This is an optimization exercise on Yosys and OpenROAD, whose aim is small area and a short achievable clock period, not a production implementation. Function was checked by simulation only, so behaviour that the tests miss may differ from the original. The clock port is modelled as an ideal driver, which makes a skipped or thinned clock tree look cheaper than it is; a real chip needs a root buffer or a tree. Power is estimated from default activity; no workload was simulated.

==> inputs of wip/tundra <==
// doubling_adder_top
module doubling_adder_top (
  input  logic                  clk,
  input  logic                  arst_n,
  input  logic                  in_valid,
  input  logic [64-1:0] a,
  input  logic [64-1:0] b,
  input  logic                  cin,
  output logic [64:0]   sum,
  output logic                  out_valid
);
  localparam int NS = 8;
  logic [64-1:0] s_d, s_q;   
  logic [NS-1:0]         g_d, g_q;   
  logic [NS-1:0]         p_d, p_q;   
  logic [64:0]   sum_d;
  logic [64:0]   sum_n;       
  logic                  valid_q;
  logic n1;
  logic n2;
  logic n3;
  logic n4;
  logic n5;
  logic n6;
  logic n7;
  logic n8;
  logic n9;
  logic n10;
  logic n11;
  logic n12;
  logic n13;
  logic n14;
  logic n15;
  logic n16;
  logic n17;
  logic n18;
  logic n19;
  logic n20;
  logic n21;
  logic n22;
  logic n23;
  logic n24;
  logic n25;
  logic n26;
  logic n27;
  logic n28;
  logic n29;
  logic n30;
  logic n31;
  logic n32;
  logic n33;
  logic n34;
  logic n35;
  logic n36;
  logic n37;
  logic n38;
  logic n39;
  logic n40;
  logic n41;
  logic n42;
  logic n43;
  logic n44;
  logic n45;
  logic n46;
  logic n47;
  logic n48;
  logic n49;
  logic n50;
  logic n51;
  logic n52;
  logic n53;
  logic n54;
  logic n55;
  logic n56;
  logic n57;
  logic n58;
  logic n59;
  logic n60;
  logic n61;
  logic n62;
  logic n63;
  logic n64;
  logic n65;
  logic n66;
  logic n67;
  logic n68;
  logic n69;
  logic n70;
  logic n71;
  logic n72;
  logic n73;
  logic n74;
  logic n75;
  logic n76;
  logic n77;
  logic n78;
  logic n79;
  logic n80;
  logic n81;
  logic n82;
  logic n83;
  logic n84;
  logic n85;
  logic n86;
  logic n87;
  logic n88;
  logic n89;
  logic n90;
  logic n91;
  logic n92;
  logic n93;
  logic n94;
  logic n95;
  logic n96;
  logic n97;
  logic n98;
  logic n99;
  logic n100;
  logic n101;
  logic n102;
  logic n103;
  logic n104;
  logic n105;
  logic n106;
  logic n107;
  ...
Settings: LEC_CHECK=0, CAP_MARGIN=20, CORE_MARGIN=2, CORE_UTILIZATION=65, HOLD_SLACK_MARGIN=0.05, SETUP_SLACK_MARGIN=1.72, SLEW_MARGIN=20, SYNTH_HIERARCHICAL=1, SYNTH_MINIMUM_KEEP_SIZE=0; clock period 3.2 ns.
standard.sh (not shown) runs the stock make flow with config.mk's settings and CLKGATE_MAP_FILE= SYNTH_SCRIPT=/design/flow/synth_recipe.tcl, a recipe that flattens the netlist after the stock synthesis.
==> flow/flow/run.sh <==
#!/bin/bash
# Layout flow: the standard flow (standard.sh, unchanged synthesis) with
#  - the port buffers of buffer_ports set to sky130_fd_sc_hd__buf_2, which
#    repair_timing sizes up where timing needs it (every port still gets its
#    own buffer);
#  - a small balanced clock tree (cts_tree.tcl) in place of TritonCTS: the clock
#    port drives four clock inverters, each driving two leaf clock inverters,
#    each leaf driving an eighth of the flip-flops (two inversions on every
#    path, so each acts as a buffer).
set -euo pipefail
HERE=$(cd "$(dirname "$0")" && pwd)
bash standard.sh finish BUFFER_PORTS_ARGS="-buffer_cell sky130_fd_sc_hd__buf_2" \
  PRE_CTS_TCL="$HERE/cts_tree.tcl" CTS_TOP_BUFS=4 CTS_LEAF_BUFS=2 \
  CTS_TOP_CELL=sky130_fd_sc_hd__clkinv_4 CTS_LEAF_CELL=sky130_fd_sc_hd__clkinv_8 \
  > standard_flow.log 2>&1
==> flow/flow/cts_tree.tcl <==
# Sourced by ORFS cts.tcl before it builds the clock tree (PRE_CTS_TCL).
# Replaces clock_tree_synthesis with a small balanced tree: the clock port
# drives CTS_TOP_BUFS cells, each of which drives CTS_LEAF_BUFS leaf cells (or
# the flip-flops directly when CTS_LEAF_BUFS is 0). The cells may be buffers or
# inverters; with inverters both levels invert, so every flip-flop still sees
# the clock's rising edge through two inversions, like a buffer. The flip-flops are split
# into groups of equal size by position (halves in x, then halves in y, ...),
# one group per leaf buffer, placed at the group's centre. Every flip-flop sees
# the same number and type of buffers, with no deliberate skew.
set ::cts_top  [expr {[info exists ::env(CTS_TOP_BUFS)]  ? $::env(CTS_TOP_BUFS)  : 4}]
set ::cts_leaf [expr {[info exists ::env(CTS_LEAF_BUFS)] ? $::env(CTS_LEAF_BUFS) : 2}]
set ::cts_top_cell  [expr {[info exists ::env(CTS_TOP_CELL)]  ? $::env(CTS_TOP_CELL)  : "sky130_fd_sc_hd__clkbuf_8"}]
set ::cts_leaf_cell [expr {[info exists ::env(CTS_LEAF_CELL)] ? $::env(CTS_LEAF_CELL) : "sky130_fd_sc_hd__clkbuf_16"}]

# items: list of {object x y}; split into n groups (n a power of two) of equal
# size by recursive bisection at the median, alternating between x and y.
proc cts_tree_split {items n axis} {
  if {$n <= 1} { return [list $items] }
  set idx [expr {$axis eq "x" ? 1 : 2}]
  set sorted [lsort -real -index $idx $items]
  set half [expr {[llength $sorted] / 2}]
  set other [expr {$axis eq "x" ? "y" : "x"}]
  return [concat [cts_tree_split [lrange $sorted 0 [expr {$half - 1}]] [expr {$n / 2}] $other] \
                 [cts_tree_split [lrange $sorted $half end] [expr {$n / 2}] $other]]
}

# Creates a buffer of cell $cell named $name driving the iterms of $items from
# net $in_net, placed at the centre of the items; returns {iterm x y} of its input.
proc cts_tree_buffer {name cell in_net items} {
  set block [ord::get_db_block]
  set master [[ord::get_db] findMaster $cell]
  set inst [odb::dbInst_create $block $master $name]
  set net [odb::dbNet_create $block "net_$name"]
  $net setSigType CLOCK
  set sx 0; set sy 0
  foreach item $items {
    lassign $item it x y
    $it disconnect
    $it connect $net
    set sx [expr {$sx + $x}]; set sy [expr {$sy + $y}]
  }
  set n [llength $items]
  set cx [expr {int($sx / $n)}]
  set cy [expr {int($sy / $n)}]
  $inst setLocation [expr {$cx - [$master getWidth] / 2}] [expr {$cy - [$master getHeight] / 2}]
  $inst setPlacementStatus PLACED
  set a [$inst findITerm A]
  $a connect $in_net
  foreach it [$inst getITerms] {
    if {[$it isOutputSignal]} { $it connect $net }
  }
  puts "cts_tree: $name ($cell) drives $n loads at ($cx, $cy)"
  return [list $a $cx $cy]
}

proc clock_tree_synthesis {args} {
  puts "cts_tree: $::cts_top x $::cts_top_cell, each driving $::cts_leaf x $::cts_leaf_cell (replaces clock_tree_synthesis $args)"
  set block [ord::get_db_block]
  set clk_net [$block findNet clk]
  set items {}
  foreach it [$clk_net getITerms] {
    set inst [$it getInst]
    lassign [$inst getLocation] x y
    set m [$inst getMaster]
    lappend items [list $it [expr {$x + [$m getWidth] / 2}] [expr {$y + [$m getHeight] / 2}]]
  }
  set t 0
  foreach top_group [cts_tree_split $items $::cts_top x] {
    if {$::cts_leaf > 0} {
      set leaves {}
      set l 0
      foreach leaf_group [cts_tree_split $top_group $::cts_leaf [expr {$::cts_top % 2 ? "x" : "y"}]] {
        set tmp [odb::dbNet_create $block "net_tmp_${t}_$l"]
        lappend leaves [cts_tree_buffer "clkbuf_leaf_${t}_$l" $::cts_leaf_cell $tmp $leaf_group]
        incr l
      }
      set top_in [cts_tree_buffer "clkbuf_top_$t" $::cts_top_cell $clk_net $leaves]
      foreach l [$block getNets] { if {[string match "net_tmp_*" [$l getName]] && [llength [$l getITerms]] == 0} { odb::dbNet_destroy $l } }
    } else {
      cts_tree_buffer "clkbuf_top_$t" $::cts_top_cell $clk_net $top_group
    }
    incr t
  }
  $clk_net setSigType CLOCK
  set_propagated_clock [all_clocks]
}
==> inputs of wip/indigo, as changes to wip/tundra <==
--- a/flow/flow/run.sh
+++ b/flow/flow/run.sh
@@ -11,5 +11,5 @@
 HERE=$(cd "$(dirname "$0")" && pwd)
 bash standard.sh finish BUFFER_PORTS_ARGS="-buffer_cell sky130_fd_sc_hd__buf_2" \
   PRE_CTS_TCL="$HERE/cts_tree.tcl" CTS_TOP_BUFS=4 CTS_LEAF_BUFS=2 \
-  CTS_TOP_CELL=sky130_fd_sc_hd__clkinv_4 CTS_LEAF_CELL=sky130_fd_sc_hd__clkinv_8 \
+  CTS_TOP_CELL=sky130_fd_sc_hd__clkinv_8 CTS_LEAF_CELL=sky130_fd_sc_hd__clkinv_8 \
   > standard_flow.log 2>&1
SETUP_SLACK_MARGIN = 1.88   (was 1.72)
==> inputs of wip/amber, as changes to wip/tundra <==
--- a/flow/flow/run.sh
+++ b/flow/flow/run.sh
@@ -11,5 +11,5 @@
 HERE=$(cd "$(dirname "$0")" && pwd)
 bash standard.sh finish BUFFER_PORTS_ARGS="-buffer_cell sky130_fd_sc_hd__buf_2" \
   PRE_CTS_TCL="$HERE/cts_tree.tcl" CTS_TOP_BUFS=4 CTS_LEAF_BUFS=2 \
-  CTS_TOP_CELL=sky130_fd_sc_hd__clkinv_4 CTS_LEAF_CELL=sky130_fd_sc_hd__clkinv_8 \
+  CTS_TOP_CELL=sky130_fd_sc_hd__clkinv_8 CTS_LEAF_CELL=sky130_fd_sc_hd__clkinv_8 \
   > standard_flow.log 2>&1
SETUP_SLACK_MARGIN = 1.8   (was 1.72)
==> inputs of wip/juniper, as changes to wip/tundra <==
==> flow/flow/run.sh (replaced) <==
#!/bin/bash
# Layout flow: the standard flow (standard.sh, unchanged synthesis) with
#  - the port buffers of buffer_ports set to the smallest buffer, which
#    repair_timing then sizes up where timing needs it (every port still gets
#    its own buffer);
#  - a small balanced clock tree (cts_tree.tcl) in place of TritonCTS: the clock
#    port drives four clock buffers, each driving two leaf clock buffers, each
#    leaf driving an eighth of the flip-flops.
set -euo pipefail
HERE=$(cd "$(dirname "$0")" && pwd)
bash standard.sh finish BUFFER_PORTS_ARGS="-buffer_cell sky130_fd_sc_hd__buf_1" \
  PRE_CTS_TCL="$HERE/cts_tree.tcl" CTS_TOP_BUFS=4 CTS_LEAF_BUFS=2 \
  CTS_TOP_CELL=sky130_fd_sc_hd__clkbuf_8 CTS_LEAF_CELL=sky130_fd_sc_hd__clkbuf_16 \
  > standard_flow.log 2>&1
--- a/flow/flow/cts_tree.tcl
+++ b/flow/flow/cts_tree.tcl
@@ -1,9 +1,7 @@
 # Sourced by ORFS cts.tcl before it builds the clock tree (PRE_CTS_TCL).
 # Replaces clock_tree_synthesis with a small balanced tree: the clock port
-# drives CTS_TOP_BUFS cells, each of which drives CTS_LEAF_BUFS leaf cells (or
-# the flip-flops directly when CTS_LEAF_BUFS is 0). The cells may be buffers or
-# inverters; with inverters both levels invert, so every flip-flop still sees
-# the clock's rising edge through two inversions, like a buffer. The flip-flops are split
+# drives CTS_TOP_BUFS buffers, each of which drives CTS_LEAF_BUFS leaf buffers
+# (or the flip-flops directly when CTS_LEAF_BUFS is 0). The flip-flops are split
 # into groups of equal size by position (halves in x, then halves in y, ...),
 # one group per leaf buffer, placed at the group's centre. Every flip-flop sees
 # the same number and type of buffers, with no deliberate skew.
@@ -46,9 +44,7 @@
   $inst setPlacementStatus PLACED
   set a [$inst findITerm A]
   $a connect $in_net
-  foreach it [$inst getITerms] {
-    if {[$it isOutputSignal]} { $it connect $net }
-  }
+  [$inst findITerm X] connect $net
   puts "cts_tree: $name ($cell) drives $n loads at ($cx, $cy)"
   return [list $a $cx $cy]
 }
SETUP_SLACK_MARGIN = 1.7   (was 1.72)
==> comparison table <==
item                                                                                              wip/juniper                 wip/indigo             wip/amber            wip/tundra
Transition time at the pin with the least slew margin                                                0.729 ns                          -              0.574 ns              0.631 ns
Flop-to-flop setup slack                                                                              1.79 ns                          -               1.75 ns               1.80 ns
Detailed-routing iteration count for the pre-antenna-repair pass                                            5                          -                     6                     6
Count of antenna diodes in the layout                                                                       0                          -                     0                     0
HP Class                                                          primary input to asynchronous set/reset pin                          -  register to register  register to register
Net load switching power                                                                            0.00159 W                          -             0.00197 W             0.00172 W
Final design instance area without fill                                                              9610 um2                          -             11100 um2              9950 um2
Capturing element type of the critical path                                                       output port                          -              register              register
Longest individual stage delay on the worst path                                                      0.39 ns                          -               0.24 ns               0.21 ns
Run status                                                                           timing/DRC/antenna clean  aborted with a tool error  timing/DRC/antenna clean  timing/DRC/antenna clean
Stage where the flow stopped                                                                                -   global routing (5_1_grt)                     -                     -
Worst EP required                                                                                     2.56 ns                          -               3.25 ns               3.27 ns
DRC viols                                                                                                   0                          -                     0                     0
Area after DPL                                                                                       9150 um2                   9850 um2              9430 um2              9410 um2
#MultiIn Comb                                                                                             783                          -                   783                   783
Number of routed nets with antenna violations                                                               0                          -                     0                     0
Worst setup timing slack at the placement stage                                                       1.22 ns                    1.18 ns               1.22 ns               1.22 ns
In wip/tundra, wip/amber and wip/juniper the design's own scripts or RTL, not TritonCTS, make the clock network.

[port drivers added, routing unchanged]
In the flow no input, the clock included, has a driving cell. The finished layouts below were timed again as built, in two steps.
Step 1, drivers: a clkbuf_16 drives clk and a buf_2 each remaining input, both assumed.
Step 2 times the ports against the registers' clock, not the clock port: input delays grow and output delays shrink by t, the midpoint of the rising clock arrivals with the driver on.
Slacks: ideal / step 1 / step 2; pairs: ideal / step 1.
run	t (ns)	setup slack, ns	worst setup path after step 2	latest minus earliest clock arrival (ns)	cell pins on the clock port's net
wip/tundra	0.273	1.742 / 1.707 / 1.548	input to register	0.013 / 0.013	4
wip/amber	0.280	1.647 / 1.685 / 1.492	input to register	0.017 / 0.017	4
wip/juniper	0.348	1.723 / 1.651 / 1.482	input to register	0.013 / 0.014	4
After both steps every run listed still meets setup and hold. For wip/juniper, which loses most, drivers alone change the setup slack by -0.072 ns; drivers and shift together by -0.241 ns.
